What follows belongs to an exercise in optimizing a design on an open flow for small area; a production flow would make more cautious choices. Function was checked by simulation only, so behaviour that the tests miss may differ from the original. Power is estimated from default activity; no workload was simulated.

==> module alu, before the edit <==
module alu (
    input  logic [31:0] a,
    input  logic [31:0] b,
    input  logic        neg,      
    input  logic        sll,      
    input  logic        sra,      
    input  logic        s_add,    
    input  logic        s_x,      
    input  logic        s_g,      
    input  logic        s_sr,     
    input  logic        s_sl,     
    input  logic        s_slt,
    input  logic        s_sltu,
    output logic [31:0] result,
    output logic        zero,     
    output logic        lt_s,     
    output logic        lt_u      
);
    logic [31:0] bx, p, g, sum;
    for (genvar i = 0; i < 32; i++) begin : g_pg
        c_xor2 u_bx (.a(b[i]), .b(neg), .y(bx[i]));
        c_ha   u_ha (.a(a[i]), .b(bx[i]), .s(p[i]), .c(g[i]));
    end
    logic [32:0] gl [0:9];
    logic [32:0] pl [0:9];
    assign gl[0][0] = neg;
    assign pl[0][0] = 1'b0;
    assign gl[0][32:1] = g;
    assign pl[0][32:1] = p;
    for (genvar lv = 0; lv < 9; lv++) begin : g_lv
        localparam int D  = (lv < 5) ? (1 << lv) : (1 << (8 - lv));
        localparam bit UP = lv < 5;
        for (genvar j = 0; j < 33; j++) begin : g_j
            if ((UP && (j % (2 * D)) == (2 * D - 1)) ||
                (!UP && (j % (2 * D)) == (D - 1) && j > 2 * D - 1)) begin : g_node
                c_ao21 u_g (.a(gl[lv][j]), .b(pl[lv][j]), .c(gl[lv][j - D]), .y(gl[lv + 1][j]));
                c_and2 u_p (.a(pl[lv][j]), .b(pl[lv][j - D]), .y(pl[lv + 1][j]));
            end else begin : g_pass
                assign gl[lv + 1][j] = gl[lv][j];
                assign pl[lv + 1][j] = pl[lv][j];
            end
        end
    end
    for (genvar i = 0; i < 32; i++) begin : g_sum
        c_xor2 u_s (.a(p[i]), .b(gl[9][i]), .y(sum[i]));
    end
    assign lt_u = ~gl[9][32];
    assign lt_s = p[31] ? sum[31] : a[31];
    c_and32 u_zero (.a(p), .y(zero));
    logic [31:0] sl [0:5];
    logic        fill;
    logic [4:0]  nb, bf;
    for (genvar i = 0; i < 32; i++) begin : g_shin
        c_mux2i u_m (.a(a[i]), .b(a[31 - i]), .s(sll), .y(sl[0][i]));
    end
    assign fill = sra & a[31];
    for (genvar k = 0; k < 5; k++) begin : g_shctl
        assign nb[k] = ~b[k];
        assign bf[k] = b[k] & ((k % 2 == 0) ? ~fill : fill);
    end
    for (genvar k = 0; k < 5; k++) begin : g_shl
        for (genvar i = 0; i < 32; i++) begin : g_shb
            if (i + (1 << k) < 32) begin : g_mux
                c_mux2i u_m (.a(sl[k][i]), .b(sl[k][i + (1 << k)]), .s(b[k]), .y(sl[k + 1][i]));
            end else begin : g_fill
                c_a21oi u_f (.a1(nb[k]), .a2(sl[k][i]), .b1(bf[k]), .y(sl[k + 1][i]));
            end
        end
    end
    for (genvar i = 0; i < 32; i++) begin : g_res
        if (i == 0) begin : g_b0
            logic r0, n3;
            c_res   u_r (.s_add(s_add), .sum(sum[i]), .s_x(s_x), .p(p[i]), .s_g(s_g), .g(g[i]),
                         .s_sr(s_sr), .shr(sl[5][i]), .s_sl(s_sl), .shl(sl[5][31 - i]), .y(r0));
            c_aoi22 u_c (.s0(s_slt), .d0(lt_s), .s1(s_sltu), .d1(lt_u), .y(n3));
            c_nand2b u_o (.a_n(r0), .b(n3), .y(result[i]));
        end else begin : g_bn
            c_res   u_r (.s_add(s_add), .sum(sum[i]), .s_x(s_x), .p(p[i]), .s_g(s_g), .g(g[i]),
                         .s_sr(s_sr), .shr(sl[5][i]), .s_sl(s_sl), .shl(sl[5][31 - i]), .y(result[i]));
        end
    end
endmodule
export LEC_CHECK = 0
export CAP_MARGIN = 20
export CORE_MARGIN = 2
export CORE_UTILIZATION = 65
export CTS_BUF_LIST = sky130_fd_sc_hd__clkbuf_8
export CTS_CLUSTER_DIAMETER = 60
export CTS_CLUSTER_SIZE = 16
export SLEW_MARGIN = 20
export SYNTH_HIERARCHICAL = 1
export SYNTH_MINIMUM_KEEP_SIZE = 0
create_clock -name core_clock -period 10.0 [get_ports {clk}]
standard.sh (not shown) runs the stock make flow with config.mk's settings and CLKGATE_MAP_FILE= SYNTH_SCRIPT=/design/flow/synth_recipe.tcl, a recipe that flattens the netlist after the stock synthesis.
==> flow/flow/run.sh <==
#!/bin/bash
# The standard layout (standard.sh) with two changes that only affect how
# the layout is built:
#  - single-strength buffers on the ports instead of the delay-cell buffers
#    ORFS picks by default;
#  - clock tree synthesis without dummy load cells.
set -euo pipefail
export BUFFER_PORTS_ARGS="-buffer_cell sky130_fd_sc_hd__buf_1"
export CTS_ARGS="-sink_clustering_enable -repair_clock_nets -dont_use_dummy_load -buf_list sky130_fd_sc_hd__clkbuf_8 -sink_clustering_size 16 -sink_clustering_max_diameter 60"
bash standard.sh > standard.log 2>&1
Then changed:
--- a/flow/design.v
+++ b/flow/design.v
@@ -113,25 +113,24 @@
     assign lt_u = ~gl[9][32];
     assign lt_s = p[31] ? sum[31] : a[31];
     c_and32 u_zero (.a(p), .y(zero));
     logic [31:0] sl [0:5];
     logic        fill;
-    logic [4:0]  nb, bf;
+    logic [4:0]  nbf;
     for (genvar i = 0; i < 32; i++) begin : g_shin
         c_mux2i u_m (.a(a[i]), .b(a[31 - i]), .s(sll), .y(sl[0][i]));
     end
     assign fill = sra & a[31];
     for (genvar k = 0; k < 5; k++) begin : g_shctl
-        assign nb[k] = ~b[k];
-        assign bf[k] = b[k] & ((k % 2 == 0) ? ~fill : fill);
+        assign nbf[k] = ~b[k] | ((k % 2 == 0) ? ~fill : fill);
     end
     for (genvar k = 0; k < 5; k++) begin : g_shl
         for (genvar i = 0; i < 32; i++) begin : g_shb
             if (i + (1 << k) < 32) begin : g_mux
                 c_mux2i u_m (.a(sl[k][i]), .b(sl[k][i + (1 << k)]), .s(b[k]), .y(sl[k + 1][i]));
             end else begin : g_fill
-                c_a21oi u_f (.a1(nb[k]), .a2(sl[k][i]), .b1(bf[k]), .y(sl[k + 1][i]));
+                c_o21ai u_f (.a1(b[k]), .a2(sl[k][i]), .b1(nbf[k]), .y(sl[k + 1][i]));
             end
         end
     end
     for (genvar i = 0; i < 32; i++) begin : g_res
         if (i == 0) begin : g_b0
@@ -190,10 +189,13 @@
     assign y = ~rst & (s ? a : b);
 endmodule
 module c_mux_set (input logic rst, s, a, b, output logic y);
     assign y = rst | (s ? a : b);
 endmodule
+module c_o21ai (input logic a1, a2, b1, output logic y);
+    assign y = ~((a1 | a2) & b1);
+endmodule
 `timescale 1ns/100ps
 module branch_resolve (
     input  logic [31:1] pc,
     input  logic [12:1] off,
     output logic [31:1] target
Worst setup slack degrades by 0.28 ns.
Die area is about the same.
Critical path depth is unchanged.
Area after synthesis stays flat.
Non-clock buffer count drops by 1.
Combinational power hardly moves.
Via count drops by 0.62%.
Cell area hardly moves.
Global-route usage shrinks by 0.25 points.
Synthesized cell count barely changes.
Sequential power hardly moves.
Wire length is lower by 0.93%.
Power is about the same.

* * *

== v3 ==
RTL: one of the versions met above, not the one the previous note started from.
For scale: ~3300 cells after synthesis, roughly 1300 flip-flops, about 230 I/O pins.
==> module alu, before the edit <==
module alu (
    input  logic [31:0] a,
    input  logic [31:0] b,
    input  logic        neg,      
    input  logic        sll,      
    input  logic        sra,      
    input  logic        s_add,    
    input  logic        s_x,      
    input  logic        s_g,      
    input  logic        s_sr,     
    input  logic        s_sl,     
    input  logic        s_slt,
    input  logic        s_sltu,
    output logic [31:0] result,
    output logic        zero,     
    output logic        lt_s,     
    output logic        lt_u      
);
    logic [31:0] bx, p, g, sum;
    for (genvar i = 0; i < 32; i++) begin : g_pg
        c_xor2 u_bx (.a(b[i]), .b(neg), .y(bx[i]));
        c_ha   u_ha (.a(a[i]), .b(bx[i]), .s(p[i]), .c(g[i]));
    end
    logic [32:0] gl [0:9];
    logic [32:0] pl [0:9];
    assign gl[0][0] = neg;
    assign pl[0][0] = 1'b0;
    assign gl[0][32:1] = g;
    assign pl[0][32:1] = p;
    for (genvar lv = 0; lv < 9; lv++) begin : g_lv
        localparam int D  = (lv < 5) ? (1 << lv) : (1 << (8 - lv));
        localparam bit UP = lv < 5;
        for (genvar j = 0; j < 33; j++) begin : g_j
            if ((UP && (j % (2 * D)) == (2 * D - 1)) ||
                (!UP && (j % (2 * D)) == (D - 1) && j > 2 * D - 1)) begin : g_node
                c_ao21 u_g (.a(gl[lv][j]), .b(pl[lv][j]), .c(gl[lv][j - D]), .y(gl[lv + 1][j]));
                c_and2 u_p (.a(pl[lv][j]), .b(pl[lv][j - D]), .y(pl[lv + 1][j]));
            end else begin : g_pass
                assign gl[lv + 1][j] = gl[lv][j];
                assign pl[lv + 1][j] = pl[lv][j];
            end
        end
    end
    for (genvar i = 0; i < 32; i++) begin : g_sum
        c_xor2 u_s (.a(p[i]), .b(gl[9][i]), .y(sum[i]));
    end
    assign lt_u = ~gl[9][32];
    assign lt_s = p[31] ? sum[31] : a[31];
    c_and32 u_zero (.a(p), .y(zero));
    logic [31:0] sl [0:5];
    logic        fill;
    logic [4:0]  nbf;
    for (genvar i = 0; i < 32; i++) begin : g_shin
        c_mux2i u_m (.a(a[i]), .b(a[31 - i]), .s(sll), .y(sl[0][i]));
    end
    assign fill = sra & a[31];
    for (genvar k = 0; k < 5; k++) begin : g_shctl
        assign nbf[k] = ~b[k] | ((k % 2 == 0) ? ~fill : fill);
    end
    for (genvar k = 0; k < 5; k++) begin : g_shl
        for (genvar i = 0; i < 32; i++) begin : g_shb
            if (i + (1 << k) < 32) begin : g_mux
                c_mux2i u_m (.a(sl[k][i]), .b(sl[k][i + (1 << k)]), .s(b[k]), .y(sl[k + 1][i]));
            end else begin : g_fill
                c_o21ai u_f (.a1(b[k]), .a2(sl[k][i]), .b1(nbf[k]), .y(sl[k + 1][i]));
            end
        end
    end
    for (genvar i = 0; i < 32; i++) begin : g_res
        if (i == 0) begin : g_b0
            logic r0, n3;
            c_res   u_r (.s_add(s_add), .sum(sum[i]), .s_x(s_x), .p(p[i]), .s_g(s_g), .g(g[i]),
                         .s_sr(s_sr), .shr(sl[5][i]), .s_sl(s_sl), .shl(sl[5][31 - i]), .y(r0));
            c_aoi22 u_c (.s0(s_slt), .d0(lt_s), .s1(s_sltu), .d1(lt_u), .y(n3));
            c_nand2b u_o (.a_n(r0), .b(n3), .y(result[i]));
        end else begin : g_bn
            c_res   u_r (.s_add(s_add), .sum(sum[i]), .s_x(s_x), .p(p[i]), .s_g(s_g), .g(g[i]),
                         .s_sr(s_sr), .shr(sl[5][i]), .s_sl(s_sl), .shl(sl[5][31 - i]), .y(result[i]));
        end
    end
endmodule
==> module c_o21ai, before the edit <==
module c_o21ai (input logic a1, a2, b1, output logic y);
    assign y = ~((a1 | a2) & b1);
endmodule
==> flow/config.mk <==
export PLATFORM = sky130hd
export DESIGN_NAME = riscv_pipeline
export DESIGN_NICKNAME = riscv_pipeline
export VERILOG_FILES = /design/flow/design.v
export SDC_FILE = /design/flow/constraint.sdc
export NUM_CORES = 4
export LEC_CHECK = 0
export CAP_MARGIN = 20
export CORE_MARGIN = 2
export CORE_UTILIZATION = 65
export CTS_BUF_LIST = sky130_fd_sc_hd__clkbuf_8
export CTS_CLUSTER_DIAMETER = 60
export CTS_CLUSTER_SIZE = 16
export PLACE_DENSITY = 0.8
export SLEW_MARGIN = 20
export SYNTH_HIERARCHICAL = 1
export SYNTH_MINIMUM_KEEP_SIZE = 0
==> flow/constraint.sdc <==
create_clock -name core_clock -period 10.0 [get_ports {clk}]
set_input_delay 2.0000 -clock core_clock [delete_from_list [all_inputs] [get_ports {clk}]]
set_output_delay 2.0000 -clock core_clock [all_outputs]
set_load 0.01 [all_outputs]
Scripts as last shown in full above: flow/flow/run.sh
The following lists how v37 was set up differently from v3:
--- a/flow/design.v
+++ b/flow/design.v
@@ -116,5 +116,5 @@
     logic [31:0] sl [0:5];
     logic        fill;
-    logic [4:0]  nbf;
+    logic [4:0]  nb, bf;
     for (genvar i = 0; i < 32; i++) begin : g_shin
         c_mux2i u_m (.a(a[i]), .b(a[31 - i]), .s(sll), .y(sl[0][i]));
@@ -122,5 +122,6 @@
     assign fill = sra & a[31];
     for (genvar k = 0; k < 5; k++) begin : g_shctl
-        assign nbf[k] = ~b[k] | ((k % 2 == 0) ? ~fill : fill);
+        assign nb[k] = ~b[k];
+        assign bf[k] = b[k] & ((k % 2 == 0) ? ~fill : fill);
     end
     for (genvar k = 0; k < 5; k++) begin : g_shl
@@ -129,5 +130,5 @@
                 c_mux2i u_m (.a(sl[k][i]), .b(sl[k][i + (1 << k)]), .s(b[k]), .y(sl[k + 1][i]));
             end else begin : g_fill
-                c_o21ai u_f (.a1(b[k]), .a2(sl[k][i]), .b1(nbf[k]), .y(sl[k + 1][i]));
+                c_a21oi u_f (.a1(nb[k]), .a2(sl[k][i]), .b1(bf[k]), .y(sl[k + 1][i]));
             end
         end
@@ -192,7 +193,4 @@
     assign y = rst | (s ? a : b);
 endmodule
-module c_o21ai (input logic a1, a2, b1, output logic y);
-    assign y = ~((a1 | a2) & b1);
-endmodule
 `timescale 1ns/100ps
 module branch_resolve (
Findings:
Post-route clock period utilization, v37 and v3, higher one = v37. Comparing v37 with v3, the post-synthesis adder-cell area fraction came out essentially unchanged. When v37 is set beside v3, its first-iteration DRC count turns out to be 696 smaller. Changes observed in v37 relative to v3: core occupancy in the finished layout about even; proportion of power drawn by combinational gates has increased.

* * *

## red
Another version of the RTL of riscv_pipeline (not shown whole).
Size: roughly 1300 flip-flops, roughly 230 I/O pins, about 0.052 mm^2 of cells after synthesis.
==> module c_nand2b, before the edit <==
module c_nand2b (input logic a_n, b, output logic y);
    assign y = a_n | ~b;
endmodule
==> module c_res, before the edit <==
module c_res (
    input  logic s_add, sum, s_x, p, s_g, g, s_sr, shr, s_sl, shl,
    output logic y
);
    assign y = (s_add & sum) | (s_x & p) | (s_g & g) | (s_sr & shr) | (s_sl & shl);
endmodule
==> flow/config.mk <==
export PLATFORM = sky130hd
export DESIGN_NAME = riscv_pipeline
export DESIGN_NICKNAME = riscv_pipeline
export VERILOG_FILES = /design/flow/design.v
export SDC_FILE = /design/flow/constraint.sdc
export NUM_CORES = 4
export LEC_CHECK = 0
export CAP_MARGIN = 20
export CORE_MARGIN = 2
export CORE_UTILIZATION = 40
export CTS_BUF_LIST = sky130_fd_sc_hd__clkbuf_8
export CTS_CLUSTER_DIAMETER = 60
export CTS_CLUSTER_SIZE = 16
export SLEW_MARGIN = 20
export SYNTH_HIERARCHICAL = 1
export SYNTH_MINIMUM_KEEP_SIZE = 0
==> flow/constraint.sdc <==
create_clock -name core_clock -period 10.0 [get_ports {clk}]
set_input_delay 2.0000 -clock core_clock [delete_from_list [all_inputs] [get_ports {clk}]]
set_output_delay 2.0000 -clock core_clock [all_outputs]
set_load 0.01 [all_outputs]
==> flow/flow/run.sh <==
#!/bin/bash
# The standard layout (standard.sh) with three changes that only affect how
# the layout is built:
#  - single-strength buffers on the ports instead of the delay-cell buffers
#    ORFS picks by default;
#  - clock tree synthesis without dummy load cells;
#  - power recovery (downsizing off-critical cells) after global routing.
set -euo pipefail
export BUFFER_PORTS_ARGS="-buffer_cell sky130_fd_sc_hd__buf_1"
export CTS_ARGS="-sink_clustering_enable -repair_clock_nets -dont_use_dummy_load -buf_list sky130_fd_sc_hd__clkbuf_8 -sink_clustering_size 16 -sink_clustering_max_diameter 60"
export RECOVER_POWER=100
bash standard.sh > standard.log 2>&1
red: flow complete, layout not clean; failing: max-capacitance violations, max-slew violations
diff inputs: red => blue
-- flow/design.v --
<<< red, line 135
    end
    for (genvar i = 0; i < 32; i++) begin : g_res
        if (i == 0) begin : g_b0
            logic r0, n3;
            c_res   u_r (.s_add(s_add), .sum(sum[i]), .s_x(s_x), .p(p[i]), .s_g(s_g), .g(g[i]),
                         .s_sr(s_sr), .shr(sl[5][i]), .s_sl(s_sl), .shl(sl[5][31 - i]), .y(r0));
            c_aoi22 u_c (.s0(s_slt), .d0(lt_s), .s1(s_sltu), .d1(lt_u), .y(n3));
            c_nand2b u_o (.a_n(r0), .b(n3), .y(result[i]));
        end else begin : g_bn
            c_res   u_r (.s_add(s_add), .sum(sum[i]), .s_x(s_x), .p(p[i]), .s_g(s_g), .g(g[i]),
                         .s_sr(s_sr), .shr(sl[5][i]), .s_sl(s_sl), .shl(sl[5][31 - i]), .y(result[i]));
        end
    end
>>> blue, line 135
    end
    for (genvar i = 0; i < 32; i++) begin : g_res
        logic n1, n2;
        c_aoi222 u_a (.s0(s_add), .d0(sum[i]), .s1(s_x), .d1(p[i]), .s2(s_g), .d2(g[i]), .y(n1));
        c_aoi22  u_s (.s0(s_sr), .d0(sl[5][i]), .s1(s_sl), .d1(sl[5][31 - i]), .y(n2));
        if (i == 0) begin : g_b0
            logic n3;
            c_aoi22 u_c (.s0(s_slt), .d0(lt_s), .s1(s_sltu), .d1(lt_u), .y(n3));
            c_nand3 u_o (.a(n1), .b(n2), .c(n3), .y(result[i]));
        end else begin : g_bn
            c_nand2 u_o (.a(n1), .b(n2), .y(result[i]));
        end
    end
<<< red, line 163
    assign y = ~(a & b);
endmodule
module c_nand2b (input logic a_n, b, output logic y);
    assign y = a_n | ~b;
endmodule
module c_res (
    input  logic s_add, sum, s_x, p, s_g, g, s_sr, shr, s_sl, shl,
    output logic y
);
    assign y = (s_add & sum) | (s_x & p) | (s_g & g) | (s_sr & shr) | (s_sl & shl);
endmodule
module c_mux2i (input logic a, b, s, output logic y);
>>> blue, line 163
    assign y = ~(a & b);
endmodule
module c_nand3 (input logic a, b, c, output logic y);
    assign y = ~(a & b & c);
endmodule
module c_mux2i (input logic a, b, s, output logic y);
Notes after the runs:
Although it ran to completion, blue produced a layout that fails the final checks because of max-capacitance violations, max-slew violations. Status: overall power of the completed layout parity (blue, red). Per the comparison of blue with red, pin slew with the least headroom to its limit fell by 0.56 ns, post-layout instance count excluding filler cells stayed essentially flat. On area growth from synthesis to final layout, blue tracks red almost exactly. In blue, cell area after technology mapping is higher than in red.

## static timing again, ports no longer ideal
The results above use ideal ports. As a check the final layouts listed here were re-extracted and re-timed, cells and wires unchanged.
Step 1: set_driving_cell puts a clkbuf_16 on clk and a buf_2 on each other input, an assumption about the parent block.
Step 2, shift: input delay + t, output delay - t, t = (earliest + latest rising clock arrival at the registers) / 2. This alone moves slack from input paths to output paths.
Slacks: ideal / step 1 / step 2; pairs: ideal / step 1.
| run | t, ns | slack for setup (ns) | worst register clock-pin slew, ns | worst slew at a driven data input, ns | pins driven straight from the clock port |
|---|---|---|---|---|---|
| the first run of note 1 | 0.795 | 0.943 / 0.872 / 1.667 | 0.10 / 0.10 | 0.07 | 1 |
| the second run of note 1 | 0.775 | 0.664 / 0.599 / 1.375 | 0.11 / 0.11 | 0.06 | 1 |
| v3 | 0.791 | 1.073 / 1.009 / 1.800 | 0.10 / 0.10 | 0.05 | 1 |
| v37 | 0.795 | 0.828 / 0.761 / 1.556 | 0.11 / 0.11 | 0.04 | 1 |
| red | 0.836 | 0.389 / 0.318 / 0.148 | 0.11 / 0.11 | 0.08 | 1 |
| blue | 0.875 | 0.409 / 0.332 / 1.186 | 0.11 / 0.11 | 0.11 | 1 |
The setup slack of red, which loses most, moves by -0.071 ns with the drivers and by -0.241 ns with both steps.
